From an optimization exercise on the open Yosys and OpenROAD flow, aimed at small area, a short achievable clock period and few clock cycles per item; shortcuts taken in it are not production practice. RTL that was checked went through simulation tests only; none was proved equivalent to the original. The RTL of runs 6 and 7 was laid out without a check of its function. Power figures rest on the tool's default switching activity, not on a simulated workload. The flow treats the clock pin as an ideal source, which a real chip does not have.

==> design.v <==
package defet_pkg;
    localparam int EVENT_COUNT = 256;
    localparam int EVT_IDX_W   = $clog2(EVENT_COUNT);
    localparam int ID_W        = 16;
    localparam int TIME_W      = 32;
    localparam int BND_W       = 9;
    localparam int CFG_IDX_W   = 2;
    localparam int CFG_DATA_W  = 32;
    typedef enum logic [1:0] {
        FUNC_SET   = 2'd0,
        FUNC_CLEAR = 2'd1,
        FUNC_DSET  = 2'd2,
        FUNC_GET   = 2'd3
    } t_func;
    typedef enum logic [CFG_IDX_W-1:0] {
        CFG_LONG_DELAY  = 2'd0,
        CFG_SHORT_DELAY = 2'd1,
        CFG_SHORT_START = 2'd2,
        CFG_NODLY_START = 2'd3
    } t_cfg_reg;
    typedef struct packed {
        logic [TIME_W-1:0] long_delay;
        logic [TIME_W-1:0] short_delay;
        logic [BND_W-1:0]  short_start;
        logic [BND_W-1:0]  nodly_start;
    } t_cfg;
    localparam logic [TIME_W-1:0] LONG_DELAY_RST  = TIME_W'(60000);
    localparam logic [TIME_W-1:0] SHORT_DELAY_RST = TIME_W'(10000);
    localparam logic [BND_W-1:0]  SHORT_START_RST = BND_W'(64);
    localparam logic [BND_W-1:0]  NODLY_START_RST = BND_W'(128);
endpackage
module defet_sub_time (
    input  logic [31:0] i_x,
    input  logic [31:0] i_b,
    output logic [31:0] o_diff
);
    logic [31:0] g [6];
    logic [31:0] p [6];
    always_comb begin
        g[0] = ~i_x & ~i_b;
        p[0] = i_x | ~i_b;
        g[0][0] = p[0][0];   
        for (int l = 0; l < 5; l++) begin
            for (int i = 0; i < 32; i++) begin
                if (((i >> l) & 1) == 1) begin
                    g[l+1][i] = g[l][i] | (p[l][i] & g[l][((i >> l) << l) - 1]);
                    p[l+1][i] = p[l][i] & p[l][((i >> l) << l) - 1];
                end else begin
                    g[l+1][i] = g[l][i];
                    p[l+1][i] = p[l][i];
                end
            end
        end
        o_diff = i_x ^ {g[5][30:0], 1'b1};
    end
endmodule
module defet_gt_time (
    input  logic [31:0] i_a,
    input  logic [31:0] i_b,
    output logic        o_gt
);
    logic [31:0] g [6];
    logic [31:0] p [6];
    always_comb begin
        g[0] = i_a & ~i_b;
        p[0] = i_a | ~i_b;
        for (int l = 0; l < 5; l++) begin
            for (int i = 0; i < 32; i++) begin
                if (i % (2 << l) == (2 << l) - 1) begin
                    g[l+1][i] = g[l][i] | (p[l][i] & g[l][i - (1 << l)]);
                    p[l+1][i] = p[l][i] & p[l][i - (1 << l)];
                end else begin
                    g[l+1][i] = g[l][i];
                    p[l+1][i] = p[l][i];
                end
            end
        end
        o_gt = g[5][31];
    end
endmodule
module defet_cfg_regs (
    input  logic                                i_clk,
    input  logic                                i_rst_n,
    input  logic                                i_cfg_we,
    input  logic [defet_pkg::CFG_IDX_W-1:0]     i_cfg_idx,
    input  logic [defet_pkg::CFG_DATA_W-1:0]    i_cfg_data,
    output defet_pkg::t_cfg                     o_cfg
);
    defet_pkg::t_cfg r_cfg;
    always_ff @(posedge i_clk) begin
        if (!i_rst_n || (i_cfg_we && i_cfg_idx == defet_pkg::CFG_LONG_DELAY)) begin
            r_cfg.long_delay  <= i_rst_n ? i_cfg_data[defet_pkg::TIME_W-1:0] : defet_pkg::LONG_DELAY_RST;
        end
        if (!i_rst_n || (i_cfg_we && i_cfg_idx == defet_pkg::CFG_SHORT_DELAY)) begin
            r_cfg.short_delay <= i_rst_n ? i_cfg_data[defet_pkg::TIME_W-1:0] : defet_pkg::SHORT_DELAY_RST;
        end
        if (!i_rst_n || (i_cfg_we && i_cfg_idx == defet_pkg::CFG_SHORT_START)) begin
            r_cfg.short_start <= i_rst_n ? i_cfg_data[defet_pkg::BND_W-1:0] : defet_pkg::SHORT_START_RST;
        end
        if (!i_rst_n || (i_cfg_we && i_cfg_idx == defet_pkg::CFG_NODLY_START)) begin
            r_cfg.nodly_start <= i_rst_n ? i_cfg_data[defet_pkg::BND_W-1:0] : defet_pkg::NODLY_START_RST;
        end
    end
    assign o_cfg = r_cfg;
endmodule
module defet_flag_table (
    input  logic        i_clk,
    input  logic [3:0]  i_rd_hi,
    input  logic [15:0] i_rd_lo,
    output logic        o_rd_pending,
    output logic        o_rd_holdoff,
    input  logic [7:0]  i_wr_idx,
    input  logic        i_wr_en,
    input  logic        i_wr_all,
    input  logic        i_wr_pending,
    input  logic        i_wr_holdoff
);
    logic [255:0] r_pending;
    logic [255:0] r_holdoff;
    logic [15:0]  hi;
    logic [15:0]  lo;
    logic [15:0]  grp_pending;
    logic [15:0]  grp_holdoff;
    always_comb begin
        for (int g = 0; g < 16; g++) begin
            hi[g] = (i_wr_en && i_wr_idx[7:4] == 4'(g)) || i_wr_all;
            lo[g] = (i_wr_idx[3:0] == 4'(g)) || i_wr_all;
        end
    end
    always_ff @(posedge i_clk) begin
        for (int r = 0; r < 256; r++) begin
            if (hi[r / 16] && lo[r % 16]) begin
                r_pending[r] <= i_wr_pending;
                r_holdoff[r] <= i_wr_holdoff;
            end
        end
    end
    always_comb begin
        for (int g = 0; g < 16; g++) begin
            grp_pending[g] = |(i_rd_lo & r_pending[g*16 +: 16]);
            grp_holdoff[g] = |(i_rd_lo & r_holdoff[g*16 +: 16]);
        end
    end
    assign o_rd_pending = grp_pending[i_rd_hi];
    assign o_rd_holdoff = grp_holdoff[i_rd_hi];
endmodule
import defet_pkg::*;
module delayed_event_flag_table_unit (
    input  logic                              i_clk,
    input  logic                              i_rst_n,
    input  logic                              i_cfg_we,
    input  logic [defet_pkg::CFG_IDX_W-1:0]   i_cfg_idx,
    input  logic [defet_pkg::CFG_DATA_W-1:0]  i_cfg_data,
    input  logic                              i_in_valid,
    output logic                              o_in_stall,
    input  logic [1:0]                        i_func,
    input  logic [defet_pkg::ID_W-1:0]        i_event_id,
    input  logic [defet_pkg::TIME_W-1:0]      i_now_time,
    output logic                              o_out_valid,
    input  logic                              i_out_stall,
    output logic                              o_delivered,
    output logic                              o_in_range
);
    localparam int QD  = 8;        
    localparam int CAP = QD + 1;   
    defet_pkg::t_cfg cfg;
    defet_cfg_regs u_cfg (
        .i_clk      (i_clk),
        .i_rst_n    (i_rst_n),
        .i_cfg_we   (i_cfg_we),
        .i_cfg_idx  (i_cfg_idx),
        .i_cfg_data (i_cfg_data),
        .o_cfg      (cfg)
    );
    logic       r_stall;
    logic [3:0] r_owed;
    logic       r_ov;
    logic       acc;
    logic       take;
    logic [3:0] n_owed;
    assign acc    = i_in_valid && !r_stall;
    assign take   = r_ov && !i_out_stall;
    assign n_owed = r_owed + 4'(acc) - 4'(take);
    always_ff @(posedge i_clk) begin
        if (!i_rst_n) begin
            r_owed  <= '0;
            r_stall <= 1'b0;
        end else begin
            r_owed  <= n_owed;
            r_stall <= (n_owed >= 4'(CAP));
        end
    end
    logic              in_range;
    logic              s0_v;
    logic [1:0]        s0_func;
    logic [7:0]        s0_id;
    logic              s0_inr;
    logic [TIME_W-1:0] s0_x;
    logic [TIME_W-1:0] r_stamp;
    assign in_range = (i_event_id[15:8] == 8'd0);
    always_ff @(posedge i_clk) begin
        s0_v    <= i_rst_n && acc;
        s0_func <= i_func;
        s0_id   <= i_event_id[7:0];
        s0_inr  <= in_range;
        s0_x    <= i_now_time ^ ~r_stamp;
    end
    always_ff @(posedge i_clk) begin
        if (i_rst_n && acc && in_range && i_func == FUNC_DSET) begin
            r_stamp <= i_now_time;
        end
    end
    logic [TIME_W-1:0] el;
    logic              s1_v;
    logic [1:0]        s1_func;
    logic [7:0]        s1_id;
    logic [15:0]       s1_lo;
    logic              s1_inr;
    logic              s1_bs;
    logic              s1_bn;
    logic [TIME_W-1:0] s1_el;
    defet_sub_time u_el (
        .i_x    (s0_x),
        .i_b    (r_stamp),
        .o_diff (el)
    );
    always_ff @(posedge i_clk) begin
        s1_v    <= i_rst_n && s0_v;
        s1_func <= s0_func;
        s1_id   <= s0_id;
        for (int l = 0; l < 16; l++) begin
            s1_lo[l] <= (s0_id[3:0] == 4'(l));
        end
        s1_inr  <= s0_inr;
        s1_bs   <= ({1'b0, s0_id} < cfg.short_start);
        s1_bn   <= ({1'b0, s0_id} < cfg.nodly_start);
        s1_el   <= el;
    end
    logic       ok;
    logic       tb_p;
    logic       tb_h;
    logic       s2_v;
    logic       s2_hit;
    logic       s2_clr;
    logic [1:0] s2_func;
    logic [7:0] s2_id;
    logic       s2_inr;
    logic       s2_bn;
    logic       s2_ok;
    logic       s2_tbp;
    logic       s2_tbh;
    logic       s2_fwd;
    logic       s2_fwp;
    logic       s2_fwh;
    logic       cur_p;
    logic       cur_h;
    logic       ready;
    logic       wr_p;
    logic       wr_h;
    logic       gt_long;
    logic       gt_short;
    defet_gt_time u_gt_long (
        .i_a  (s1_el),
        .i_b  (cfg.long_delay),
        .o_gt (gt_long)
    );
    defet_gt_time u_gt_short (
        .i_a  (s1_el),
        .i_b  (cfg.short_delay),
        .o_gt (gt_short)
    );
    always_comb begin
        if (s1_bs)      ok = gt_long;
        else if (s1_bn) ok = gt_short;
        else            ok = 1'b1;
    end
    assign cur_p = s2_fwd ? s2_fwp : s2_tbp;
    assign cur_h = s2_fwd ? s2_fwh : s2_tbh;
    assign ready = cur_p && (!cur_h || s2_ok);
    always_comb begin
        wr_p = cur_p;
        wr_h = cur_h;
        case (s2_func)
            FUNC_SET:   wr_p = 1'b1;
            FUNC_CLEAR: wr_p = 1'b0;
            FUNC_DSET: begin
                wr_p = 1'b1;
                wr_h = cur_h || s2_bn;
            end
            default: begin
                if (ready) begin
                    wr_p = 1'b0;
                    wr_h = 1'b0;
                end
            end
        endcase
        if (s2_clr) begin
            wr_p = 1'b0;
            wr_h = 1'b0;
        end
    end
    defet_flag_table u_table (
        .i_clk        (i_clk),
        .i_rd_hi      (s1_id[7:4]),
        .i_rd_lo      (s1_lo),
        .o_rd_pending (tb_p),
        .o_rd_holdoff (tb_h),
        .i_wr_idx     (s2_id),
        .i_wr_en      (s2_hit),
        .i_wr_all     (s2_clr),
        .i_wr_pending (wr_p),
        .i_wr_holdoff (wr_h)
    );
    always_ff @(posedge i_clk) begin
        s2_v    <= i_rst_n && s1_v;
        s2_hit  <= i_rst_n && s1_v && s1_inr;
        s2_clr  <= !i_rst_n;
        s2_func <= s1_func;
        s2_id   <= s1_id;
        s2_inr  <= s1_inr;
        s2_bn   <= s1_bn;
        s2_ok   <= ok;
        s2_tbp  <= tb_p;
        s2_tbh  <= tb_h;
        s2_fwd  <= s2_clr || (s2_hit && s1_id == s2_id);
        s2_fwp  <= wr_p;
        s2_fwh  <= wr_h;
    end
    logic [1:0] q_mem [QD];
    logic [3:0] q_wr;
    logic [3:0] q_rd;
    logic       q_empty;
    logic       r_del;
    logic       r_inr;
    assign q_empty = (q_wr == q_rd);
    always_ff @(posedge i_clk) begin
        if (s2_v) begin
            q_mem[q_wr[2:0]] <= {s2_hit && s2_func == FUNC_GET && ready, s2_inr};
        end
    end
    always_ff @(posedge i_clk) begin
        if (!i_rst_n) begin
            {r_del, r_inr} <= '0;
        end else if (!r_ov || !i_out_stall) begin
            {r_del, r_inr} <= q_mem[q_rd[2:0]];
        end
    end
    always_ff @(posedge i_clk) begin
        if (!i_rst_n) begin
            q_wr <= '0;
            q_rd <= '0;
            r_ov <= 1'b0;
        end else begin
            if (s2_v) begin
                q_wr <= q_wr + 4'd1;
            end
            if (!r_ov || !i_out_stall) begin
                r_ov <= !q_empty;
                if (!q_empty) begin
                    q_rd <= q_rd + 4'd1;
                end
            end
        end
    end
    assign o_in_stall  = r_stall;
    assign o_out_valid = r_ov;
    assign o_delivered = r_del;
    assign o_in_range  = r_inr;
endmodule
==> flow/run.sh <==
#!/bin/bash
# The standard layout (the standard.sh: ORFS from the standard synthesis to
# the final layout), with two changes:
#  - the port buffers are sky130_fd_sc_hd__buf_2 cells instead of the delay
#    buffers that buffer_ports picks by default;
#  - clock tree synthesis adds no dummy loads (CTS_ARGS replaces ORFS's
#    argument list, so it repeats the clustering settings of config.mk).
# ORFS's own logs stay under orfs/logs; make's output goes to flow.log.
set -euo pipefail
export BUFFER_PORTS_ARGS="-buffer_cell sky130_fd_sc_hd__buf_2"
export CTS_ARGS="-sink_clustering_enable -repair_clock_nets -dont_use_dummy_load -sink_clustering_size 30 -sink_clustering_max_diameter 100"
bash standard.sh > flow.log 2>&1
==> standard.sh <==
#!/bin/bash
# synth_recipe.tcl (not shown) runs the flow's synth.tcl, then flattens the netlist and writes it again
# the make line also repeats each setting of config.mk as NAME=value (left out here)
make -C /OpenROAD-flow-scripts/flow DESIGN_CONFIG=/design/flow/config.mk WORK_HOME=/design/flow/orfs CLKGATE_MAP_FILE= SYNTH_SCRIPT=/design/flow/synth_recipe.tcl "${@:-finish}"
==> config.mk <==
export PLATFORM = sky130hd
export DESIGN_NAME = delayed_event_flag_table_unit
export DESIGN_NICKNAME = delayed_event_flag_table_unit
export VERILOG_FILES = /design/flow/design.v
export SDC_FILE = /design/flow/constraint.sdc
export NUM_CORES = 4
export LEC_CHECK = 0
export CAP_MARGIN = 20
export CORE_MARGIN = 2
export CORE_UTILIZATION = 55
export CTS_CLUSTER_DIAMETER = 100
export CTS_CLUSTER_SIZE = 30
export SETUP_SLACK_MARGIN = 4.7
export SLEW_MARGIN = 20
==> constraint.sdc <==
create_clock -name core_clock -period 7.0 [get_ports {i_clk}]
set_input_delay 1.4000 -clock core_clock [delete_from_list [all_inputs] [get_ports {i_clk}]]
set_output_delay 1.4000 -clock core_clock [all_outputs]
set_load 0.01 [all_outputs]
==> reports/qor.yml, run 1 <==
r2r_cells: 7
worstHoldPathType: "reg2reg"
worstPathArrival_ps: 1100
drive_above_1_share_pct: 15.27
vias: 18300
first_global_vias: 18320
cts_tree: "yes"
netlist.area_leader.share_pct: 63.50
pin_count: 93
cts-root-buf: "clkbuf_16"
synth_edf_count: 642
die-area_um2: 57090
yosysTopAreaCell: "edfxtp_1"
fin_skew_ps: 36.78
overflow: 0
antenna_found_initial: 0
grt_pass1_wl_um: 111400
async_reset_ff_share_pct: 0
cts_made_buffers: 30
ys_types: 79
placed_area_um2: 31920
cts.clk_slew.worst_paths_ps: 110
slew_violations: 0
power_leakage_nw: 11.76
rsz0062_at_grt: "true"
area_growth_pct: 11.37
synth_nets: 2226
routabilityCongestion: 0.8258
ant_nets: 0
final.period_utilization_pct: 35.72
dr.pass1.iters: 6
cts.sinks: 785
ys_ff_latch: 785
port_buffers: 92
crit_required_ps: 5600
grt.total_usage_pct: 26.33
post-route-min-period_ps: 2500
drt-initial-drc-count: 2081
drc: 0
relSlewSlack_pct: 27.93
start_util_pct: 55.32
ir_drop_uv: 229.6
cts_hold_buf: 0
crit_slowest_cell: "dfxtp_4"
hpwl_um: 44800
worst_pin_slew_ps: 1079
setup_viol: 0
criticalPathCategory: "reg2out"
worstHoldEndpoint: "s1_inr"
r2r_slack_ps: 4550
synth-main-ff-cell: "edfxtp_1"
synth_cells: 2116
rows: 86
clk_latency_ps: 650
grt_max_degree: 258
worst-path-max-fanout: 4
end_kind: "output port"
ys_seq_area_share_pct: 72.93
crit_buf_inv: 1
fin_area_um2: 33810
cts_buffer_depth: 3
holdCritStartpoint: "s0_inr"
synth_area_um2: 30360
timing.rr.end: "s2_tbh"
die_x_um: 238.9
final_hold_viol_count: 0
critPathLaunchType: "flip-flop"
synth_area_leaders: "edfxtp_1, dfxtp_1, nor2_1"
powerDensity_nw_per_um2: 254.1
hold_depth: 0
h-tree-depth: 1
fin_tns_setup_ps: 0
outcome: "finished clean"
routed_wl_um: 76440
synth_warnings: 9
drv_cap: 0
fin_nets: 2325
cp_top_family: "flip-flops"
wl_per_cell_um: 26.20
cp_cell_sequence: "buf_6"
r2r-start: "s1_lo[4]"
dpl_worst_slack_ps: 3537
critPathMaxStageDelay_ps: 370
die_y_um: 238.9
final.setup.worst_slack_ps: 4500
viasPerCell: 6.274
fmax_mhz: 400.0
synth_area_per_cell_um2: 14.35
coreArea_um2: 54880
diodes: 0
power_mw: 8.590
==> worst register-to-register path, delay by kind of cell, from the launching register on <==
kind                   cells  cell delay [ps]
AO/OA/AOI/OAI              3              940
buffers and inverters      2              420
flip-flops                 1              310
multiplexers               1              460
AND/OR/NAND/NOR            1              200
==> routing by layer <==
layer / share of wire (%) / vias up / global-route usage, %
met2: 49 / 767 / 43.79
met5: 0 / - / 0
li1: - / 8215 / -
met1: 41 / 9211 / 36.07
met4: 2.8 / 0 / 8.011
met3: 7.9 / 108 / 4.007
==> cells in the final DEF (no fill, tap or decap), drive strengths merged, types with 44 or more instances in the layout <==
cell / instances
edfxtp: 642
nor2: 322
buf: 168
dfxtp: 143
a22oi: 106
inv: 73
xnor2: 53
a221oi: 50
a21oi: 49
nand2: 47
a22o: 44
nand2b: 44
==> power by group <==
part | leakage [nW] | switching (mW) | internal (mW)
Clock | 0.370 | 1.31 | 0.770
Sequential | 7.40 | 0.166 | 5.42
Combinational | 3.99 | 0.574 | 0.346
==> cells by family (layout without fill, tap and decap cells) <==
family | Yosys count | count (layout) | share of synthesized area [%]
xor gates and xnor gates | 82 | 82 | 2.366
buffers and inverters | 180 | 277 | 2.230
muxes | 14 | 14 | 0.6718
DFF | 785 | 785 | 72.93
adders and majority gates | 52 | 52 | 1.933
AOI/OAI and AO/OA | 418 | 418 | 10.84
and+or+nand+nor | 585 | 585 | 9.030
==> repair_timing <==
action                                  4_1_cts  5_1_grt
gates resized for setup                      76       79
endpoints found under the setup margin      613      597
setup buffers                                18       13
pin swaps                                    16       35
gates cloned                                  0        3
==> final cells by class <==
cell class	count	area, µm²
sequential	785	22170
fill	4161	21070
multi-input combinational	1151	8244
timing repair buffer	173	1480
tap	704	880.8
clock buffer	30	750.7
inverter	74	281.5
==> per-stage QoR <==
stage | hold WS (ps) | instances | util, %
floorplan | 309.6 | 2116 | -
global placement | 341.0 | 2850 | 58.17
detailed placement | 345.1 | 2850 | 58.17
CTS | 365.9 | 2898 | 60.56
global route | 369.8 | 2917 | 61.61
finish | 362.7 | 2917 | 61.61
==> state kept, by name, summed over array words and instances (netlist names), 8 cells and up <==
signal             flops
u_table.r_holdoff    256
u_table.r_pending    256
u_cfg.r_cfg           82
r_stamp               32
s0_x                  32
s1_el                 32
q_mem                 16
s1_lo                 16
s0_id                  8
s1_id                  8
s2_id                  8
==> how the worst max path moves through the flow <==
stage | startpoint | to | cells past startpoint
global route | r_ov | o_out_valid | 1
floorplan | s2_fwd | u_table.r_holdoff[0] | 4
global placement | i_rst_n | r_stamp[0] | 6
finish | r_ov | o_out_valid | 1
detailed placement | i_rst_n | r_stamp[0] | 6
CTS | r_ov | o_out_valid | 1
==> Yosys cell counts, types with 30 or more instances <==
| library cell | n |
|---|---|
| o21ai_0 | 30 |
| clkbuf_1 | 95 |
| nand4_1 | 40 |
| nand2_1 | 47 |
| a221oi_1 | 50 |
| a22oi_1 | 106 |
| dfxtp_1 | 143 |
| and2_1 | 35 |
| a21oi_1 | 43 |
| nor2_1 | 321 |
| edfxtp_1 | 642 |
| xnor2_1 | 53 |
| a222oi_1 | 40 |
| a22o_1 | 44 |
| inv_1 | 74 |
| nand2b_1 | 43 |
Testbench counts, summed over its fixed seeds: cycles 25,683, items 24,000.
==> run 2, diff against run 1 <==
--- a/config.mk
+++ b/config.mk
@@ -10,5 +10,5 @@
 export CORE_UTILIZATION = 55
 export CTS_CLUSTER_DIAMETER = 100
 export CTS_CLUSTER_SIZE = 30
-export SETUP_SLACK_MARGIN = 4.7
+export SETUP_SLACK_MARGIN = 4.5
 export SLEW_MARGIN = 20
==> run 2 against run 1 <==
Against the previous run:
- still clean on timing, DRC and antenna
- sequential power hardly changed
- cell count is 0.99% lower
- clock power hardly changed
- wire length is 2.1% lower
- synthesized cell count stayed put
- register-to-register slack worse by 70 ps
- combinational power is 7.0% lower
- critical path type is now reg2reg
- largest cell class unchanged
- highest routed layer unchanged
==> reports/qor.yml, run 2 <==
cts_tree: "yes"
rows: 86
pwr-share-seq_pct: 65.6
hpwl_um: 44800
fin_nets: 2296
synth_top_family_by_area: "compound AO/OA/AOI/OAI gates"
relSlewSlack_pct: 21.31
critPathLaunchType: "flip-flop"
largestRegisters: "u_table.r_holdoff (256), u_table.r_pending (256), u_cfg.r_cfg (82)"
dr.pass1.iters: 8
die-area_um2: 57090
grt.total_usage_pct: 26.17
routed_wl_um: 74830
switchingPower_mw: 2.015
port_buffers: 92
cts_made_buffers: 30
vias: 18090
dpl_worst_slack_ps: 3537
final.period_utilization_pct: 35.97
fin_skew_ps: 31.98
placed_area_um2: 31920
ir_drop_uv: 227.1
power_leakage_nw: 11.45
async_reset_ff_share_pct: 0
start_util_pct: 55.32
coreArea_um2: 54880
cts_hold_buf: 0
overflow: 0
drc: 0
yosysTopAreaCell: "edfxtp_1"
slew_violations: 0
grt_max_degree: 258
synth_warnings: 9
ant_nets: 0
post-route-min-period_ps: 2518
drt-initial-drc-count: 2188
synth_area_um2: 30360
criticalPathCategory: "reg2reg"
wl_per_cell_um: 25.91
h-tree-depth: 1
power_mw: 8.515
viasPerCell: 6.262
crit_required_ps: 7530
cts.clk_slew.worst_paths_ps: 110
synth-simple-area-share_pct: 9.030
outcome: "finished clean"
antenna_found_initial: 0
diodes: 0
end_kind: "flip-flop"
post_synth_xor_area_fraction_pct: 2.366
pwr-share-clk_pct: 24.3
fin_tns_setup_ps: 0
worst-path-max-fanout: 12
final_hold_viol_count: 0
ys_types: 79
synth-compound-area-share_pct: 10.84
netlist.area_leader.share_pct: 63.50
clk_latency_ps: 640
cts.sinks: 785
worst_pin_slew_ps: 1180
synthMuxAreaShare_pct: 0.6718
p_int_mw: 6.500
synth.most_common_cell: "edfxtp_1"
setup_viol: 0
die_x_um: 238.9
final.setup.worst_slack_ps: 4482
drive_above_1_share_pct: 11.86
die_y_um: 238.9
fmax_mhz: 397.1
ys_seq_area_share_pct: 72.93
synth-main-ff-cell: "edfxtp_1"
synth_edf_count: 642
powerDensity_nw_per_um2: 258.1
sw_frac_of_total_pct: 23.67
synth_fa_ha_area_share_pct: 1.933
area_growth_pct: 8.667
worstHoldPathType: "reg2reg"
cts_buffer_depth: 3
final_core_util_pct: 60.12
synth_area_leaders: "edfxtp_1, dfxtp_1, nor2_1"
mostFrequentLayoutCell: "edfxtp_1"
cts-root-buf: "clkbuf_16"
combPwrFrac_pct: 10.0
final_cell_mix: "edfxtp_1, nor2_1, dfxtp_1"
synth_nets: 2226
routabilityCongestion: 0.8258
synth_cells: 2116
first_global_vias: 18170
synth_common_cells: "edfxtp_1, nor2_1, dfxtp_1, a22oi_1, clkbuf_1"
rsz0062_at_grt: "true"
r2r_cells: 7
synth_area_per_cell_um2: 14.35
drv_cap: 0
hold_depth: 0
worstPathArrival_ps: 3040
ys_ff_latch: 785
pin_count: 93
grt_pass1_wl_um: 110700
fin_area_um2: 32990
run 2: path summary, 6_finish.rpt:
check,startpoint,to,slack [ps]
worst max-delay path,s1_lo[14],s2_tbh,4480
worst min-delay path,s0_inr,s1_inr,360
worst max register to register,s1_lo[14],s2_tbh,4480
worst min register to register,s0_inr,s1_inr,360
run 2: cells by family (layout without fill, tap and decap cells):
kind of cell / Yosys count / after routing
AOI/OAI and AO/OA: 418 / 418
xor gates and xnor gates: 82 / 82
adders and majority gates: 52 / 52
buffers and inverters: 180 / 248
DFF: 785 / 785
muxes: 14 / 14
and+or+nand+nor: 585 / 585
run 2: power by group through the flow:
stage	logic, mW	clock network [mW]	registers, mW
after floorplan	0.548	0	5.62
after global placement	0.811	0	5.68
after detailed placement	0.831	0	5.69
after CTS	0.845	2.12	5.59
after global routing	0.941	2.24	5.62
final	0.856	2.07	5.59
run 2: repair_timing:
| item | in CTS | in global routing |
|---|---|---|
| gates resized for setup | 30 | 21 |
| buffers inserted | 1 | 5 |
| endpoints found under the hold margin | 0 | 0 |
| pin swaps | 0 | 5 |
| setup endpoints to repair | 191 | 146 |
run 2: layout make-up:
class	count	area (µm²)
Clock buffer	30	750.7
Fill cell	4282	21890
Inverter	74	281.5
Multi-Input combinational cell	1151	7946
Sequential cell	785	22160
Tap cell	704	880.8
Timing Repair Buffer	144	970.9
run 2: worst max-delay path, cell delays in order, from the launching register on:
cell and delay (ps):
dfxtp_4 430, buf_4 220, buf_4 220, a222oi_1 340, nand3_1 190, a2111oi_4 420
o31ai_1 120, mux4_2 460
run 2: stage by stage:
step,hold WS [ps],instances
after floorplan,309.6,2116
after global placement,341.0,2850
after detailed placement,345.1,2850
after CTS,365.9,2881
after global routing,369.8,2888
final,361.6,2888
run 2: routing by layer:
metal	wire length, µm	track usage [%]	vias up
met1	30920	36.06	9077
met3	5793	3.637	89
met4	1972	6.761	0
met2	36150	44.12	751
met5	0	0	-
li1	-	-	8168
==> run 3, diff against run 2 <==
--- a/config.mk
+++ b/config.mk
@@ -10,5 +10,5 @@
 export CORE_UTILIZATION = 55
 export CTS_CLUSTER_DIAMETER = 100
 export CTS_CLUSTER_SIZE = 30
-export SETUP_SLACK_MARGIN = 4.5
+export SETUP_SLACK_MARGIN = 4.6
 export SLEW_MARGIN = 20
==> run 3 against run 2 <==
Against the previous run:
- worst hold slack better by 1.2 ps
- clock-buffer cell count stayed put
- wire length is 2.1% higher
- critical endpoint is now o_out_valid
- combinational power is 3.5% higher
- fmax is 0.76% higher
- cell area is 1.4% higher
- first-iteration DRC count is 0.82% lower
- non-clock buffer count is 20 higher
- setup slack better by 19 ps
==> reports/qor.yml, run 3 <==
placed_cells: 2850
pwr-share-clk_pct: 24.3
synth.most_common_cell: "edfxtp_1"
final.period_utilization_pct: 35.70
drv_cap: 0
fin_nets: 2318
synth_area_leaders: "edfxtp_1, dfxtp_1, nor2_1"
ir_drop_uv: 224.7
coreArea_um2: 54880
cts.sinks: 785
cts_made_buffers: 30
end_kind: "output port"
ant_nets: 0
final_cells: 2910
slew_violations: 0
die_y_um: 238.9
cts_tree: "yes"
routabilityCongestion: 0.8258
fin_area_um2: 33450
crit_slowest_cell: "dfxtp_2"
overflow: 0
final_cell_mix: "edfxtp_1, nor2_1, dfxtp_1"
powerDensity_nw_per_um2: 255.8
drt-initial-drc-count: 2170
synth_common_cells: "edfxtp_1, nor2_1, dfxtp_1, a22oi_1, clkbuf_1"
cts_hold_buf: 0
pwr-share-seq_pct: 65.3
r2r_slack_ps: 4560
viasPerCell: 6.297
dr.pass1.iters: 8
synth-main-ff-cell: "edfxtp_1"
clk_latency_ps: 640
hpwl_um: 44800
fmax_mhz: 400.2
yosysTopAreaCell: "edfxtp_1"
die-area_um2: 57090
grt_pass1_wl_um: 111400
routed_wl_um: 76390
antenna_found_initial: 0
final_hold_viol_count: 0
ys_seq_area_share_pct: 72.93
drive_above_1_share_pct: 13.42
fin_tns_setup_ps: 0
ys_ff_latch: 785
port_buffers: 92
rsz0062_at_grt: "true"
die_x_um: 238.9
cts_buffer_depth: 3
start_util_pct: 55.32
combPwrFrac_pct: 10.4
cts.clk_slew.worst_paths_ps: 110
grt_max_degree: 258
netlist.area_leader.share_pct: 63.50
rows: 86
criticalPathCategory: "reg2out"
synth_cells: 2116
p_int_mw: 6.517
synth_edf_count: 642
area_growth_pct: 10.18
vias: 18330
critPathMaxStageDelay_ps: 370
worstPathArrival_ps: 1100
synth_nets: 2226
dpl_worst_slack_ps: 3537
pin_count: 93
cp_cell_sequence: "buf_6"
diodes: 0
final_core_util_pct: 60.95
worst_pin_slew_ps: 1210
largestRegisters: "u_table.r_holdoff (256), u_table.r_pending (256), u_cfg.r_cfg (82)"
outcome: "finished clean"
crit_buf_inv: 1
synth_warnings: 9
worst-path-max-fanout: 4
final.setup.worst_slack_ps: 4501
crit_required_ps: 5600
power_leakage_nw: 11.65
drc: 0
fin_skew_ps: 28.50
sw_frac_of_total_pct: 23.83
h-tree-depth: 1
synth_area_um2: 30360
worstHoldPathType: "reg2reg"
switchingPower_mw: 2.039
cts-root-buf: "clkbuf_16"
critPathLaunchType: "flip-flop"
wl_per_cell_um: 26.25
cp_top_family: "flip-flops"
grt.total_usage_pct: 26.40
first_global_vias: 18300
async_reset_ff_share_pct: 0
setup_viol: 0
synth_area_per_cell_um2: 14.35
relSlewSlack_pct: 19.32
ys_types: 79
placed_area_um2: 31920
mostFrequentLayoutCell: "edfxtp_1"
post-route-min-period_ps: 2499
run 3: cell counts after synthesis:
No cell type changed its count.
run 3: what timing repair did:
item,4_1_cts,5_1_grt
pin swaps,5,14
cloned,2,2
setup buffers,4,21
gates resized for setup,32,62
setup endpoints to repair,329,441
run 3: through the flow:
stage	hold slack, ps	total power, mW
2_1_floorplan	309.6	6.172
3_3_place_gp	341.0	6.496
3_5_place_dp	345.1	6.517
4_1_cts	365.9	8.555
5_1_grt	368.9	8.829
6_report	362.9	8.556
run 3: final timing paths:
kind / depth (start not counted) / to / start
worst min register to register: 0 / s1_inr / s0_inr
worst min-delay path: 0 / s1_inr / s0_inr
worst max-delay path: 1 / o_out_valid / r_ov
worst max register to register: 9 / s2_tbp / s1_lo[9]
run 3: kinds of logic (layout without fill, tap and decap cells):
logic type / count (synthesis) / count (layout) / synth area share, %
AOI/OAI and AO/OA: 418 / 420 / 10.84
DFF: 785 / 785 / 72.93
adders and majority gates: 52 / 52 / 1.933
xor gates and xnor gates: 82 / 82 / 2.366
and+or+nand+nor: 585 / 585 / 9.030
muxes: 14 / 14 / 0.6718
buffers and inverters: 180 / 268 / 2.230
run 3: layer usage:
layer / global-route usage [%] / routed length, µm / up-vias
met5: 0 / 0 / -
met4: 7.159 / 2247 / 0
met3: 3.880 / 5905 / 123
met2: 44.69 / 37190 / 779
met1: 35.90 / 31050 / 9215
li1: - / - / 8208
run 3: power by group through the flow:
stage / clock network (mW) / registers, mW / logic (mW)
after floorplan: 0 / 5.62 / 0.548
after global placement: 0 / 5.68 / 0.811
after detailed placement: 0 / 5.69 / 0.831
after CTS: 2.12 / 5.58 / 0.852
after global routing: 2.25 / 5.62 / 0.967
final: 2.08 / 5.59 / 0.886
run 3: worst register-to-register path, cell delays in order (launching register included):
cell	delay, ps
dfxtp_2	410
buf_4	250
a22o_1	270
a221oi_1	280
nand4_1	170
a211o_1	290
o211ai_1	130
o311ai_0	250
o311ai_0	160
o21ai_0	130
run 3: cell type report:
cell class / instances / area, µm²
inverters: 74 / 281.5
repair buffers: 164 / 1325
well taps: 704 / 880.8
multi-input cells: 1153 / 8045
clock buffers: 30 / 750.7
flip-flops and latches: 785 / 22170
fillers: 4237 / 21430
==> run 4, diff against run 3 <==
--- a/config.mk
+++ b/config.mk
@@ -7,7 +7,7 @@
 export LEC_CHECK = 0
 export CAP_MARGIN = 20
 export CORE_MARGIN = 2
-export CORE_UTILIZATION = 55
+export CORE_UTILIZATION = 62
 export CTS_CLUSTER_DIAMETER = 100
 export CTS_CLUSTER_SIZE = 30
 export SETUP_SLACK_MARGIN = 4.6
==> run 4 against run 3 <==
Against the previous run:
- critical endpoint is now o_in_stall
- cell count fell by 3.3%
- combinational power fell by 1%
- worst hold slack got worse by 12 ps
- highest routed layer is now met5
- setup slack improved by 27 ps
- still clean on timing, DRC and antenna
- largest power group unchanged
==> reports/qor.yml, run 4 <==
outcome: "finished clean"
synth_warnings: 9
end_kind: "output port"
setup_viol: 0
switchingPower_mw: 1.991
yosysTopAreaCell: "edfxtp_1"
slew_violations: 0
worstPathArrival_ps: 1070
r2r-start: "s1_lo[2]"
fmax_mhz: 404.5
netlist.area_leader.share_pct: 63.50
r2r_slack_ps: 4580
synth-main-ff-cell: "edfxtp_1"
routed_wl_um: 71710
ys_types: 79
vias: 18230
die_y_um: 225.3
cts_buffer_depth: 3
critPathLaunchType: "flip-flop"
fin_nets: 2305
synth_area_um2: 30360
sw_frac_of_total_pct: 23.42
cts-root-buf: "clkbuf_16"
post-route-min-period_ps: 2472
crit_required_ps: 5600
ys_ff_latch: 785
first_global_vias: 17970
drt-initial-drc-count: 2222
final.period_utilization_pct: 35.32
pin_count: 93
fin_tns_setup_ps: 0
placed_cells: 2768
synth_area_per_cell_um2: 14.35
grt_max_degree: 111
drive_above_1_share_pct: 13.00
relSlewSlack_pct: 17.25
ir_drop_uv: 214.7
grt_pass1_wl_um: 106900
mostFrequentLayoutCell: "edfxtp_1"
p_int_mw: 6.511
worstHoldEndpoint: "s1_inr"
critPathMaxStageDelay_ps: 360
cts_tree: "yes"
nFillCells: 3506
holdCritStartpoint: "s0_inr"
crit_slowest_cell: "dfxtp_2"
ant_nets: 0
synth_nets: 2226
dr.pass1.iters: 8
viasPerCell: 6.476
area_growth_pct: 8.976
synth_area_leaders: "edfxtp_1, dfxtp_1, nor2_1"
ys_seq_area_share_pct: 72.93
use_met3_pct: 3.390
diodes: 0
r2r_cells: 7
hpwl_um: 42420
combPwrFrac_pct: 10.3
cp_cell_sequence: "buf_6"
pwr-share-seq_pct: 65.6
hold_depth: 0
crit_buf_inv: 1
criticalPathCategory: "reg2out"
synth_cells: 2116
synth_common_cells: "edfxtp_1, nor2_1, dfxtp_1, a22oi_1, clkbuf_1"
rows: 81
worstHoldPathType: "reg2reg"
start_util_pct: 62.41
final_cell_mix: "edfxtp_1, nor2_1, dfxtp_1"
drc: 0
cts.clk_slew.worst_paths_ps: 110
die_x_um: 225.3
power_leakage_nw: 11.52
die-area_um2: 50750
port_buffers: 92
dpl_worst_slack_ps: 3580
rsz0062_at_grt: "true"
pwr-share-clk_pct: 24.1
antenna_found_initial: 1
cp_top_family: "flip-flops"
cts_hold_buf: 0
synth_edf_count: 642
worst-path-max-fanout: 2
powerDensity_nw_per_um2: 257.0
largestRegisters: "u_table.r_holdoff (256), u_table.r_pending (256), u_cfg.r_cfg (82)"
met2_usage_pct: 48.52
cts_made_buffers: 30
fin_skew_ps: 60.39
h-tree-depth: 1
timing.rr.end: "s2_tbh"
final_cells: 2815
grt_use_met1_pct: 38.78
routabilityCongestion: 0.8397
coreArea_um2: 48650
drv_cap: 0
overflow: 0
grt.busiest_layer: "met2"
synth.most_common_cell: "edfxtp_1"
wl_per_cell_um: 25.47
final_hold_viol_count: 0
cts.sinks: 785
async_reset_ff_share_pct: 0
grt.total_usage_pct: 28.25
worst_pin_slew_ps: 1230
final.setup.worst_slack_ps: 4528
clk_latency_ps: 600
-- run 4: how the worst max path moves through the flow --
stage | depth (start not counted) | to | start | slack, ps
after CTS | 8 | s2_tbh | s1_lo[0] | 4330
after floorplan | 4 | u_table.r_holdoff[0] | s2_fwd | 1890
final | 1 | o_in_stall | r_stall | 4530
after global routing | 1 | o_in_stall | r_stall | 4490
after detailed placement | 6 | r_stamp[0] | i_rst_n | 3580
after global placement | 6 | r_stamp[0] | i_rst_n | 3610
-- run 4: area by class of cell --
cell class / count / area, µm² / share of cell area [%]
multi-input combinational: 1151 / 8024 / 24.25
sequential: 785 / 22160 / 66.98
timing repair buffer: 153 / 1090 / 3.294
tap: 622 / 778.2 / 2.352
clock buffer: 30 / 750.7 / 2.269
inverter: 74 / 281.5 / 0.8509
-- run 4: logic make-up (layout without fill, tap and decap cells) --
kind of cell	Yosys count	in the layout	share of synthesized area, %
buffers and inverters	180	257	2.230
DFF	785	785	72.93
and+or+nand+nor	585	585	9.030
adders and majority gates	52	52	1.933
AOI/OAI and AO/OA	418	418	10.84
xor gates and xnor gates	82	82	2.366
muxes	14	14	0.6718
-- run 4: per-layer routing --
layer / routed length [µm] / share of wire, %
met1: 28740 / 40
met2: 35630 / 50
met4: 1821 / 2.5
met3: 5510 / 7.7
met5: 13 / 0.018
-- run 4: what timing repair did --
| item | 4_1_cts | 5_1_grt |
|---|---|---|
| buffers inserted | 6 | 11 |
| resized for setup | 33 | 58 |
| gates cloned | 0 | 0 |
| pin swaps | 2 | 14 |
| endpoints found under the setup margin | 459 | 146 |
-- run 4: power by group through the flow --
| stage | registers, mW | clock network [mW] | logic, mW |
|---|---|---|---|
| after floorplan | 5.62 | 0 | 0.548 |
| after global placement | 5.67 | 0 | 0.800 |
| after detailed placement | 5.68 | 0 | 0.825 |
| after CTS | 5.57 | 2.08 | 0.848 |
| after global routing | 5.61 | 2.22 | 0.953 |
| final | 5.58 | 2.05 | 0.875 |
-- run 4: per-stage QoR --
step,instance area (µm²),util [%],hold WS [ps],total power [mW]
2_1_floorplan,30390,-,309.6,6.172
3_3_place_gp,31780,65.33,331.0,6.471
3_5_place_dp,31780,65.33,333.4,6.502
4_1_cts,32720,67.27,356.9,8.501
5_1_grt,33080,68.01,356.8,8.782
6_report,33080,68.01,351.2,8.502
==> run 5, diff against run 4 <==
==> flow/run.sh (replaced) <==
#!/bin/bash
# The standard layout (the standard.sh: ORFS from the standard synthesis to
# the final layout), with three changes:
#  - the port buffers are sky130_fd_sc_hd__buf_2 cells instead of the delay
#    buffers that buffer_ports picks by default;
#  - clock tree synthesis builds from clkbuf_8 cells only and adds no dummy loads (CTS_ARGS replaces ORFS's
#    argument list, so it repeats the clustering settings of config.mk).
# ORFS's own logs stay under orfs/logs; make's output goes to flow.log.
set -euo pipefail
export BUFFER_PORTS_ARGS="-buffer_cell sky130_fd_sc_hd__buf_2"
export CTS_ARGS="-sink_clustering_enable -repair_clock_nets -dont_use_dummy_load -sink_clustering_size 16 -sink_clustering_max_diameter 60 -buf_list sky130_fd_sc_hd__clkbuf_8"
bash standard.sh > flow.log 2>&1
--- a/config.mk
+++ b/config.mk
@@ -7,8 +7,9 @@
 export LEC_CHECK = 0
 export CAP_MARGIN = 20
 export CORE_MARGIN = 2
-export CORE_UTILIZATION = 62
-export CTS_CLUSTER_DIAMETER = 100
-export CTS_CLUSTER_SIZE = 30
+export CORE_UTILIZATION = 55
+export CTS_BUF_LIST = sky130_fd_sc_hd__clkbuf_8
+export CTS_CLUSTER_DIAMETER = 60
+export CTS_CLUSTER_SIZE = 16
 export SETUP_SLACK_MARGIN = 4.6
 export SLEW_MARGIN = 20
==> run 5 against run 4 <==
Against the previous run:
- total power increased by 0.55%
- synthesized cell count is the same
- still clean on timing, DRC and antenna
- sequential power about the same
- clock power up 2%
- combinational power about the same
==> reports/qor.yml, run 5 <==
fmax_mhz: 391.0
synth_cells: 2116
synth.most_common_cell: "edfxtp_1"
end_kind: "output port"
hold_slack_ps: 336.5
crit_required_ps: 5600
r2r_slack_ps: 4470
final.period_utilization_pct: 36.53
drv_cap: 0
grt_pass1_wl_um: 111700
async_reset_ff_share_pct: 0
crit_slowest_cell: "dfxtp_2"
die-area_um2: 57090
power_leakage_nw: 11.58
vias: 18320
setup_viol: 0
cts_made_buffers: 57
wl_per_cell_um: 25.97
fin_tns_setup_ps: 0
ir_drop_uv: 164.5
largestRegisters: "u_table.r_holdoff (256), u_table.r_pending (256), u_cfg.r_cfg (82)"
final_hold_viol_count: 0
synth_area_um2: 30360
cp_top_family: "flip-flops"
relSlewSlack_pct: 18.23
coreArea_um2: 54880
cts_tree: "yes"
routabilityCongestion: 0.8258
placed_cells: 2850
final_cell_mix: "edfxtp_1, nor2_1, dfxtp_1"
slew_violations: 0
post-route-min-period_ps: 2557
grt_max_degree: 258
viasPerCell: 6.267
final_cells: 2923
antenna_found_initial: 2
mostFrequentLayoutCell: "edfxtp_1"
holdCritStartpoint: "s0_func[1]"
powerDensity_nw_per_um2: 257.1
cts_buffer_depth: 3
critPathMaxStageDelay_ps: 370
overflow: 0
worstHoldEndpoint: "s1_func[1]"
r2r_cells: 7
fin_nets: 2329
cts-root-buf: "clkbuf_8"
clk_latency_ps: 720
r2r-start: "s1_lo[14]"
routed_wl_um: 75910
netlist.area_leader.share_pct: 63.50
yosysTopAreaCell: "edfxtp_1"
drt-initial-drc-count: 2103
drc: 0
synth_edf_count: 642
timing.rr.end: "s2_tbh"
critPathLaunchType: "flip-flop"
synth_common_cells: "edfxtp_1, nor2_1, dfxtp_1, a22oi_1, clkbuf_1"
rsz0062_at_grt: "true"
h-tree-depth: 2
ys_ff_latch: 785
cp_cell_sequence: "buf_6"
synth-main-ff-cell: "edfxtp_1"
cts.sinks: 785
outcome: "finished clean"
drive_above_1_share_pct: 13.44
dr.pass1.iters: 5
ys_types: 79
criticalPathCategory: "reg2out"
die_x_um: 238.9
fin_skew_ps: 67.28
first_global_vias: 18410
synth_area_per_cell_um2: 14.35
hold_depth: 0
grt.total_usage_pct: 26.57
rows: 86
area_growth_pct: 9.524
ant_nets: 0
power_mw: 8.549
synth_area_leaders: "edfxtp_1, dfxtp_1, nor2_1"
worst-path-max-fanout: 4
start_util_pct: 55.32
pin_count: 93
cts.clk_slew.worst_paths_ps: 90
worstPathArrival_ps: 1160
worstHoldPathType: "reg2reg"
hpwl_um: 44800
port_buffers: 92
die_y_um: 238.9
synth_warnings: 9
worst_pin_slew_ps: 1223
crit_buf_inv: 1
ys_seq_area_share_pct: 72.93
synth_nets: 2226
[run 5: cell counts after synthesis]
No cell type changed its count.
[run 5: how the worst max path moves through the flow]
stage | startpoint | to | slack (ps) | cells after the start
finish | r_ov | o_out_valid | 4440 | 1
global route | r_ov | o_out_valid | 4380 | 1
CTS | r_ov | o_out_valid | 4380 | 1
detailed placement | i_rst_n | r_stamp[0] | 3540 | 6
global placement | i_rst_n | r_stamp[0] | 3600 | 6
floorplan | s2_fwd | u_table.r_holdoff[0] | 1890 | 4
[run 5: cell families after synthesis]
kind of cell               synth area share, %
AOI/OAI and AO/OA                        10.84
xor gates and xnor gates                 2.366
adders and majority gates                1.933
buffers and inverters                    2.230
DFF                                      72.93
muxes                                   0.6718
and+or+nand+nor                          9.030
[run 5: per-stage QoR]
step | cell area (µm²) | setup WS [ps] | util [%]
after CTS | 32890 | 4380 | 59.94
after detailed placement | 31920 | 3537 | 58.17
after floorplan | 30390 | 1891 | -
after global routing | 33250 | 4383 | 60.59
final | 33250 | 4443 | 60.59
after global placement | 31920 | 3596 | 58.17
[run 5: where the power goes]
part	internal, mW	leakage (nW)	total, mW	switching, mW
logic	0.317	3.77	0.875	0.558
registers	5.42	7.40	5.59	0.163
clock network	0.726	0.410	2.09	1.36
[run 5: layout make-up]
| type | count | area [µm²] |
|---|---|---|
| Sequential cell | 785 | 22160 |
| Fill cell | 4272 | 21630 |
| Multi-Input combinational cell | 1151 | 7996 |
| Timing Repair Buffer | 150 | 1142 |
| Tap cell | 704 | 880.8 |
| Clock buffer | 57 | 784.5 |
| Inverter | 74 | 281.5 |
| Antenna cell | 2 | 5.005 |
[run 5: metal layers]
| metal | track usage (%) | wire length (µm) |
|---|---|---|
| met2 | 43.71 | 36030 |
| met4 | 9.508 | 2535 |
| met3 | 4.827 | 6688 |
| met1 | 35.69 | 30660 |
| met5 | 0 | 0 |
[run 5: what timing repair did]
action,in CTS,in global routing
hold buffers,0,0
pin swaps,1,17
buffers inserted,3,9
gates resized for setup,37,35
setup endpoints to repair,275,314
==> run 6, diff against run 5 <==
--- a/design.v
+++ b/design.v
@@ -29,19 +29,21 @@
     localparam logic [BND_W-1:0]  SHORT_START_RST = BND_W'(64);
     localparam logic [BND_W-1:0]  NODLY_START_RST = BND_W'(128);
 endpackage
-module defet_sub_time (
-    input  logic [31:0] i_x,
-    input  logic [31:0] i_b,
-    output logic [31:0] o_diff
+module defet_add16 (
+    input  logic [15:0] i_a,
+    input  logic [15:0] i_b,
+    input  logic        i_ci,
+    output logic [15:0] o_sum,
+    output logic        o_co
 );
-    logic [31:0] g [6];
-    logic [31:0] p [6];
+    logic [15:0] g [5];
+    logic [15:0] p [5];
     always_comb begin
-        g[0] = ~i_x & ~i_b;
-        p[0] = i_x | ~i_b;
-        g[0][0] = p[0][0];   
-        for (int l = 0; l < 5; l++) begin
-            for (int i = 0; i < 32; i++) begin
+        g[0] = i_a & i_b;
+        p[0] = i_a | i_b;
+        g[0][0] = g[0][0] | (p[0][0] & i_ci);
+        for (int l = 0; l < 4; l++) begin
+            for (int i = 0; i < 16; i++) begin
                 if (((i >> l) & 1) == 1) begin
                     g[l+1][i] = g[l][i] | (p[l][i] & g[l][((i >> l) << l) - 1]);
                     p[l+1][i] = p[l][i] & p[l][((i >> l) << l) - 1];
@@ -51,7 +53,8 @@
                 end
             end
         end
-        o_diff = i_x ^ {g[5][30:0], 1'b1};
+        o_sum = i_a ^ i_b ^ {g[4][14:0], i_ci};
+        o_co  = g[4][15];
     end
 endmodule
 module defet_gt_time (
@@ -191,26 +194,39 @@
         end
     end
     logic              in_range;
+    logic [15:0]       el_lo;
+    logic              el_c16;
     logic              s0_v;
     logic [1:0]        s0_func;
     logic [7:0]        s0_id;
     logic              s0_inr;
-    logic [TIME_W-1:0] s0_x;
+    logic [15:0]       s0_el_lo;
+    logic              s0_c16;
+    logic [15:0]       s0_now_hi;
     logic [TIME_W-1:0] r_stamp;
     assign in_range = (i_event_id[15:8] == 8'd0);
+    defet_add16 u_el_lo (
+        .i_a   (i_now_time[15:0]),
+        .i_b   (~r_stamp[15:0]),
+        .i_ci  (1'b1),
+        .o_sum (el_lo),
+        .o_co  (el_c16)
+    );
     always_ff @(posedge i_clk) begin
-        s0_v    <= i_rst_n && acc;
-        s0_func <= i_func;
-        s0_id   <= i_event_id[7:0];
-        s0_inr  <= in_range;
-        s0_x    <= i_now_time ^ ~r_stamp;
+        s0_v      <= i_rst_n && acc;
+        s0_func   <= i_func;
+        s0_id     <= i_event_id[7:0];
+        s0_inr    <= in_range;
+        s0_el_lo  <= el_lo;
+        s0_c16    <= el_c16;
+        s0_now_hi <= i_now_time[31:16];
     end
     always_ff @(posedge i_clk) begin
         if (i_rst_n && acc && in_range && i_func == FUNC_DSET) begin
             r_stamp <= i_now_time;
         end
     end
-    logic [TIME_W-1:0] el;
+    logic [15:0]       el_hi;
     logic              s1_v;
     logic [1:0]        s1_func;
     logic [7:0]        s1_id;
@@ -219,10 +235,12 @@
     logic              s1_bs;
     logic              s1_bn;
     logic [TIME_W-1:0] s1_el;
-    defet_sub_time u_el (
-        .i_x    (s0_x),
-        .i_b    (r_stamp),
-        .o_diff (el)
+    defet_add16 u_el_hi (
+        .i_a   (s0_now_hi),
+        .i_b   (~r_stamp[31:16]),
+        .i_ci  (s0_c16),
+        .o_sum (el_hi),
+        .o_co  ()
     );
     always_ff @(posedge i_clk) begin
         s1_v    <= i_rst_n && s0_v;
@@ -234,7 +252,7 @@
         s1_inr  <= s0_inr;
         s1_bs   <= ({1'b0, s0_id} < cfg.short_start);
         s1_bn   <= ({1'b0, s0_id} < cfg.nodly_start);
-        s1_el   <= el;
+        s1_el   <= {el_hi, s0_el_lo};
     end
     logic       ok;
     logic       tb_p;
==> run.sh (new file) <==
#!/bin/bash
# synth_recipe.tcl (not shown) runs the flow's synth.tcl, then flattens the netlist and writes it again
# the make line also repeats each setting of config.mk as NAME=value (left out here)
make -C /OpenROAD-flow-scripts/flow DESIGN_CONFIG=/design/flow/config.mk WORK_HOME=/design/flow/orfs CLKGATE_MAP_FILE= SYNTH_SCRIPT=/design/flow/synth_recipe.tcl finish
--- a/config.mk
+++ b/config.mk
@@ -7,9 +7,8 @@
 export LEC_CHECK = 0
 export CAP_MARGIN = 20
 export CORE_MARGIN = 2
-export CORE_UTILIZATION = 55
-export CTS_BUF_LIST = sky130_fd_sc_hd__clkbuf_8
-export CTS_CLUSTER_DIAMETER = 60
-export CTS_CLUSTER_SIZE = 16
-export SETUP_SLACK_MARGIN = 4.6
+export CORE_UTILIZATION = 40
+export CTS_CLUSTER_DIAMETER = 100
+export CTS_CLUSTER_SIZE = 30
+export SETUP_SLACK_MARGIN = 4.5
 export SLEW_MARGIN = 20
removed: flow/run.sh
removed: standard.sh
==> run 6 against run 5 <==
Against the previous run:
- still clean on timing, DRC and antenna
- combinational power is 11% higher
- sequential power hardly changed
- clock power rose by 8%
- sequential cell count up 1
- setup slack lost 310 ps
- clock skew decreased by 47 ps
- global-route usage down 7.1 points
- cell area increased by 6.4%
- first-iteration DRC count down 9.2%
- largest power group unchanged
==> reports/qor.yml, run 6 <==
cp_cell_sequence: "buf_8, inv_4, ha_4, fa_2, o21bai_4, a21oi_4, o21bai_1, a21oi_2, nor2_2, nor2_2, nor2_1, nor2_1, fa_2, inv_2"
ir_drop_uv: 206.3
drc: 0
h-tree-depth: 1
vias: 18670
cts-root-buf: "clkbuf_16"
hpwl_um: 43230
die-area_um2: 79210
rows: 101
die_y_um: 281.4
sw_frac_of_total_pct: 24.23
synth_common_cells: "edfxtp_1, nor2_1, dfxtp_1, inv_1, a22oi_1"
cts_tree: "yes"
port_buffers: 92
worst_pin_slew_ps: 1165
yosysTopAreaCell: "edfxtp_1"
synth_cells: 2179
grt_max_degree: 258
antenna_found_initial: 4
ys_ff_latch: 786
fin_skew_ps: 20.24
async_reset_ff_share_pct: 0
powerDensity_nw_per_um2: 249.1
final.period_utilization_pct: 40.99
ys_types: 61
cts_hold_buf: 0
criticalPathCategory: "in2reg"
first_global_vias: 18720
worstHoldPathType: "reg2reg"
synth_edf_count: 642
coreArea_um2: 76080
wl_per_cell_um: 23.46
mostFrequentLayoutCell: "edfxtp_1"
cp_top_family: "adder cells"
final_cell_mix: "edfxtp_1, nor2_1, dfxtp_1"
final_hold_viol_count: 0
final_core_util_pct: 46.50
clk_latency_ps: 630
combPwrFrac_pct: 11.1
power_leakage_nw: 12.49
cts.sinks: 786
dr.pass1.iters: 6
cts.clk_slew.worst_paths_ps: 110
routabilityCongestion: 0.8134
viasPerCell: 5.574
switchingPower_mw: 2.135
synth_top_family_by_area: "compound AO/OA/AOI/OAI gates"
synth-main-ff-cell: "edfxtp_1"
largestRegisters: "u_table.r_holdoff (256), u_table.r_pending (256), u_cfg.r_cfg (82)"
cts_made_buffers: 31
outcome: "finished clean"
ant_nets: 0
synth_nets: 2353
pwr-share-seq_pct: 63.3
post_synth_xor_area_fraction_pct: 1.195
critPathMaxStageDelay_ps: 520
fin_nets: 2471
crit_buf_inv: 3
synth_area_um2: 30790
diodes: 0
netlist.area_leader.share_pct: 62.62
worst-path-max-fanout: 3
synth_area_per_cell_um2: 14.13
crit_slowest_cell: "fa_2"
overflow: 0
drive_above_1_share_pct: 12.16
drt-initial-drc-count: 1910
area_growth_pct: 14.90
routed_wl_um: 78580
pwr-share-clk_pct: 25.6
pin_count: 93
synth-compound-area-share_pct: 10.01
synth.most_common_cell: "edfxtp_1"
relSlewSlack_pct: 22.33
synth-simple-area-share_pct: 8.587
start_util_pct: 40.47
ys_seq_area_share_pct: 71.98
synth_fa_ha_area_share_pct: 4.519
grt.total_usage_pct: 19.51
die_x_um: 281.4
cts_buffer_depth: 3
rsz0062_at_grt: "true"
synth_area_leaders: "edfxtp_1, dfxtp_1, nor2_1"
synth_warnings: 9
fin_tns_setup_ps: 0
dpl_worst_slack_ps: 2703
drv_cap: 0
post-route-min-period_ps: 2869
grt_pass1_wl_um: 116100
worstPathArrival_ps: 3420
fmax_mhz: 348.5
end_kind: "flip-flop"
slew_violations: 0
p_int_mw: 6.676
critPathLaunchType: "input pin"
synthMuxAreaShare_pct: 0.6340
hold_slack_ps: 334.1
setup_viol: 0
crit_required_ps: 7550
final.setup.worst_slack_ps: 4131
[run 6: cell count changes in the layout (fill, tap and decap cells not counted), sizes merged, moves of 11 or more]
cell,change
xnor2,-34
ha,+55
nand2,-11
clkdlybuf4s50,+67
buf,-46
inv,+72
a22oi,+20
a221oi,-13
[run 6: worst paths after layout]
| kind | slack (ps) | cells past startpoint | startpoint | endpoint |
|---|---|---|---|---|
| min | 330 | 0 | s1_inr | s2_inr |
| max | 4130 | 14 | i_now_time[0] | s0_el_lo[8] |
| min reg2reg | 330 | 0 | s1_inr | s2_inr |
| max reg2reg | 4400 | 14 | r_stamp[16] | s1_el[24] |
[run 6: layout make-up]
| class | count | area, µm² |
|---|---|---|
| Fill cell | 6710 | 40700 |
| Sequential cell | 786 | 22190 |
| Multi-Input combinational cell | 1147 | 8393 |
| Timing Repair Buffer | 190 | 2062 |
| Tap cell | 1030 | 1289 |
| Clock buffer | 51 | 850.8 |
| Inverter | 141 | 535.5 |
| Clock inverter | 5 | 60.06 |
[run 6: kinds of logic (layout without fill, tap and decap cells)]
family,after synthesis,count (layout)
DFF,786,786
and+or+nand+nor,573,573
AOI/OAI and AO/OA,409,411
buffers and inverters,248,387
adders and majority gates,109,109
xor gates and xnor gates,42,42
muxes,12,12
[run 6: metal layers]
layer  GRT usage, %  up-vias  share of wire (%)
li1               -     8386                  -
met1          25.50     9513                 41
met2          35.08      679                 51
met3          2.478       89                6.2
met4          3.451        6                1.9
met5              0        -              0.047
[run 6: per-stage QoR]
stage / cells / power (mW) / area, µm²
final: 3350 / 8.812 / 35380
after global routing: 3350 / 9.128 / 35380
after CTS: 3337 / 8.828 / 34990
after detailed placement: 3231 / 6.561 / 33150
after global placement: 3231 / 6.528 / 33150
after floorplan: 2179 / 6.178 / 30820
[run 6: power by group through the flow]
stage,logic [mW],clock network (mW),registers [mW]
floorplan,0.543,0,5.63
global placement,0.852,0,5.68
detailed placement,0.877,0,5.68
CTS,0.945,2.30,5.58
global route,1.06,2.46,5.61
finish,0.975,2.26,5.58
[run 6: what timing repair did]
item | CTS | global route
buffers inserted | 44 | 13
setup endpoints to repair | 194 | 111
cloned | 6 | 0
pin swaps | 52 | 46
gates resized for setup | 177 | 60
endpoints found under the hold margin | 0 | 0
==> run 7, diff against run 6 <==
==> flow/run.sh (new file) <==
#!/bin/bash
# The standard layout (the standard.sh: ORFS from the standard synthesis to
# the final layout), with two changes:
#  - the port buffers are sky130_fd_sc_hd__buf_2 cells instead of the delay
#    buffers that buffer_ports picks by default;
#  - clock tree synthesis adds no dummy loads (CTS_ARGS replaces ORFS's
#    argument list, so it repeats the clustering settings of config.mk).
# ORFS's own logs stay under orfs/logs; make's output goes to flow.log.
set -euo pipefail
export BUFFER_PORTS_ARGS="-buffer_cell sky130_fd_sc_hd__buf_2"
export CTS_ARGS="-sink_clustering_enable -repair_clock_nets -dont_use_dummy_load -sink_clustering_size 30 -sink_clustering_max_diameter 100"
bash standard.sh > flow.log 2>&1
==> standard.sh (new file) <==
#!/bin/bash
# synth_recipe.tcl (not shown) runs the flow's synth.tcl, then flattens the netlist and writes it again
# the make line also repeats each setting of config.mk as NAME=value (left out here)
make -C /OpenROAD-flow-scripts/flow DESIGN_CONFIG=/design/flow/config.mk WORK_HOME=/design/flow/orfs CLKGATE_MAP_FILE= SYNTH_SCRIPT=/design/flow/synth_recipe.tcl "${@:-finish}"
removed: run.sh
==> run 7 against run 6 <==
Against the previous run:
- core utilization down 1.5 points
- cell area down 3.2%
- register-to-register slack about the same
- total power down 2.3%
- synthesized area unchanged
- fmax up 0.57%
- via count down 1.7%
- global-route usage down 0.51 points
- worst hold slack worse by 1.0 ps
- die area unchanged
- critical path type unchanged
- largest cell class unchanged
- largest power group unchanged
==> reports/qor.yml, run 7 <==
outcome: "finished clean"
setup_viol: 0
synth_area_um2: 30790
cts.sinks: 786
ant_nets: 0
worstHoldPathType: "reg2reg"
critPathLaunchType: "input pin"
pin_count: 93
start_util_pct: 40.47
mostFrequentLayoutCell: "edfxtp_1"
cts-root-buf: "clkbuf_16"
worstPathArrival_ps: 3390
hold_depth: 0
synth_area_per_cell_um2: 14.13
synth_fa_ha_area_share_pct: 4.519
post_synth_xor_area_fraction_pct: 1.195
routabilityCongestion: 0.8215
ys_seq_area_share_pct: 71.98
first_global_vias: 18610
h-tree-depth: 1
power_leakage_nw: 12.20
die_x_um: 281.4
fin_tns_setup_ps: 0
crit_required_ps: 7530
dr.pass1.iters: 6
synth-compound-area-share_pct: 10.01
ys_ff_latch: 786
cts_made_buffers: 31
synth-simple-area-share_pct: 8.587
cts_tree: "yes"
r2r_cells: 14
grt_pass1_wl_um: 113300
clk_latency_ps: 630
synthMuxAreaShare_pct: 0.6340
drive_above_1_share_pct: 13.06
synth_area_leaders: "edfxtp_1, dfxtp_1, nor2_1"
area_growth_pct: 11.20
synth.most_common_cell: "edfxtp_1"
synth_warnings: 9
grt_max_degree: 258
overflow: 0
post-route-min-period_ps: 2853
rsz0062_at_grt: "true"
drv_cap: 0
grt.total_usage_pct: 19.00
synth_edf_count: 642
ys_types: 61
cts.clk_slew.worst_paths_ps: 110
diodes: 0
coreArea_um2: 76080
yosysTopAreaCell: "edfxtp_1"
final.period_utilization_pct: 40.76
criticalPathCategory: "in2reg"
fin_nets: 2442
synth_top_family_by_area: "compound AO/OA/AOI/OAI gates"
vias: 18350
die_y_um: 281.4
worst_pin_slew_ps: 1218
drt-initial-drc-count: 1776
ir_drop_uv: 211.4
hpwl_um: 43310
routed_wl_um: 76420
worst-path-max-fanout: 3
port_buffers: 92
die-area_um2: 79210
drc: 0
powerDensity_nw_per_um2: 251.4
cts_hold_buf: 0
final_hold_viol_count: 0
synth_nets: 2353
viasPerCell: 5.569
antenna_found_initial: 3
final_cell_mix: "edfxtp_1, nor2_1, inv_1"
synth_common_cells: "edfxtp_1, nor2_1, dfxtp_1, inv_1, a22oi_1"
wl_per_cell_um: 23.19
rows: 101
netlist.area_leader.share_pct: 62.62
relSlewSlack_pct: 18.82
synth_cells: 2179
synth-main-ff-cell: "edfxtp_1"
slew_violations: 0
final_core_util_pct: 45.00
fmax_mhz: 350.5
largestRegisters: "u_table.r_holdoff (256), u_table.r_pending (256), u_cfg.r_cfg (82)"
fin_skew_ps: 62.20
nFillCells: 6821
async_reset_ff_share_pct: 0
cts_buffer_depth: 3
end_kind: "flip-flop"
==> run 7: cell counts after synthesis <==
Identical to the previous run, type by type.
==> run 7: final cells by class <==
type	count	area, µm²	area share [%]
Timing Repair Buffer	163	1250	3.651
Multi-Input combinational cell	1145	8210	23.98
Tap cell	1030	1289	3.764
Clock buffer	31	775.7	2.266
Inverter	141	535.5	1.564
Sequential cell	786	22180	64.77
==> run 7: cell families (layout without fill, tap and decap cells) <==
group / after synthesis / count (layout)
xor+xnor: 42 / 42
mux: 12 / 12
buf+inv: 248 / 335
fa+ha+maj: 109 / 109
compound gates: 409 / 409
simple gates: 573 / 573
flops: 786 / 786
==> run 7: path summary, 6_finish.rpt <==
path	startpoint	slack [ps]	to
worst max-delay path	i_now_time[0]	4150	s0_el_lo[8]
worst min-delay path	s0_el_lo[12]	330	s1_el[12]
worst max register to register	r_stamp[16]	4390	s1_el[24]
worst min register to register	s0_el_lo[12]	330	s1_el[12]
==> run 7: per-stage QoR <==
step | setup slack (ps) | hold slack [ps] | instances | power, mW | cell area [µm²]
3_3_place_gp | 3156 | 318.2 | 3232 | 6.504 | 32700
6_report | 4147 | 333.1 | 3296 | 8.608 | 34240
2_1_floorplan | 1891 | 309.6 | 2179 | 6.178 | 30820
4_1_cts | 4150 | 334.4 | 3281 | 8.635 | 33870
5_1_grt | 4061 | 340.4 | 3296 | 8.917 | 34240
3_5_place_dp | 3108 | 312.1 | 3232 | 6.534 | 32700
==> run 7: per-layer routing <==
metal  wire length (µm)  share of wire (%)  vias to the layer above  global-route usage (%)
met5                 34              0.044                        -                       0
met4               1723                2.3                        6                   4.487
met3               5289                6.9                       91                   2.892
met2              38520                 50                      663                   33.58
met1              30850                 40                     9311                   24.56
li1                   -                  -                     8283                       -
==> run 7: repair_timing <==
item,4_1_cts,5_1_grt
gates cloned,0,0
setup buffers,18,13
setup endpoints to repair,179,47
resized for setup,76,46
pin swaps,22,24
==> run 7: report_power, final <==
group / internal (mW) / switching (mW)
clock: 0.794 / 1.32
sequential: 5.44 / 0.148
combinational: 0.329 / 0.574
total: 6.56 / 2.04
==> run 7: worst max-delay path: stages <==
cell	delay [ps]
buf_8	80
inv_4	30
ha_4	140
fa_2	340
o21bai_1	170
a21oi_2	100
o21bai_2	140
a21oi_2	90
nor2_2	140
nor2_2	60
nor2_1	80
nor2_1	60
fa_2	510
inv_1	30

port drivers added, routing unchanged:
The flow's constraints put no driver on any port. The routed layouts listed below were extracted and timed again, unchanged, in two steps.
Step 1 (the two cells are an assumption about what drives the block):
set clk [get_ports {i_clk}]
set_driving_cell -lib_cell sky130_fd_sc_hd__clkbuf_16 $clk
set_driving_cell -lib_cell sky130_fd_sc_hd__buf_2 [delete_from_list [all_inputs] $clk]
Step 2 also shifts input and output timing later by t, the mid clock arrival at the registers, as if the neighbouring blocks saw the same clock.
a / b / c = ideal ports / drivers / drivers and shift; a / b = the first two.
run	t (ns)	slack for setup (ns)	worst slew at a driven data input, ns	pins driven straight from the clock port
run 1	0.690	4.500 / 4.439 / 3.969	0.04	1
run 2	0.685	4.482 / 4.443 / 3.985	0.04	1
run 3	0.685	4.501 / 4.441 / 4.008	0.04	1
run 4	0.653	4.528 / 4.467 / 4.061	0.05	1
run 5	0.735	4.443 / 4.390 / 3.978	0.05	1
run 6	0.690	4.131 / 4.146 / 3.457	0.09	1
run 7	0.667	4.147 / 4.160 / 3.492	0.09	1
After both steps setup and hold are still met in every run listed. The setup slack of run 6, which loses most, moves by +0.015 ns with the drivers and by -0.674 ns with both steps.
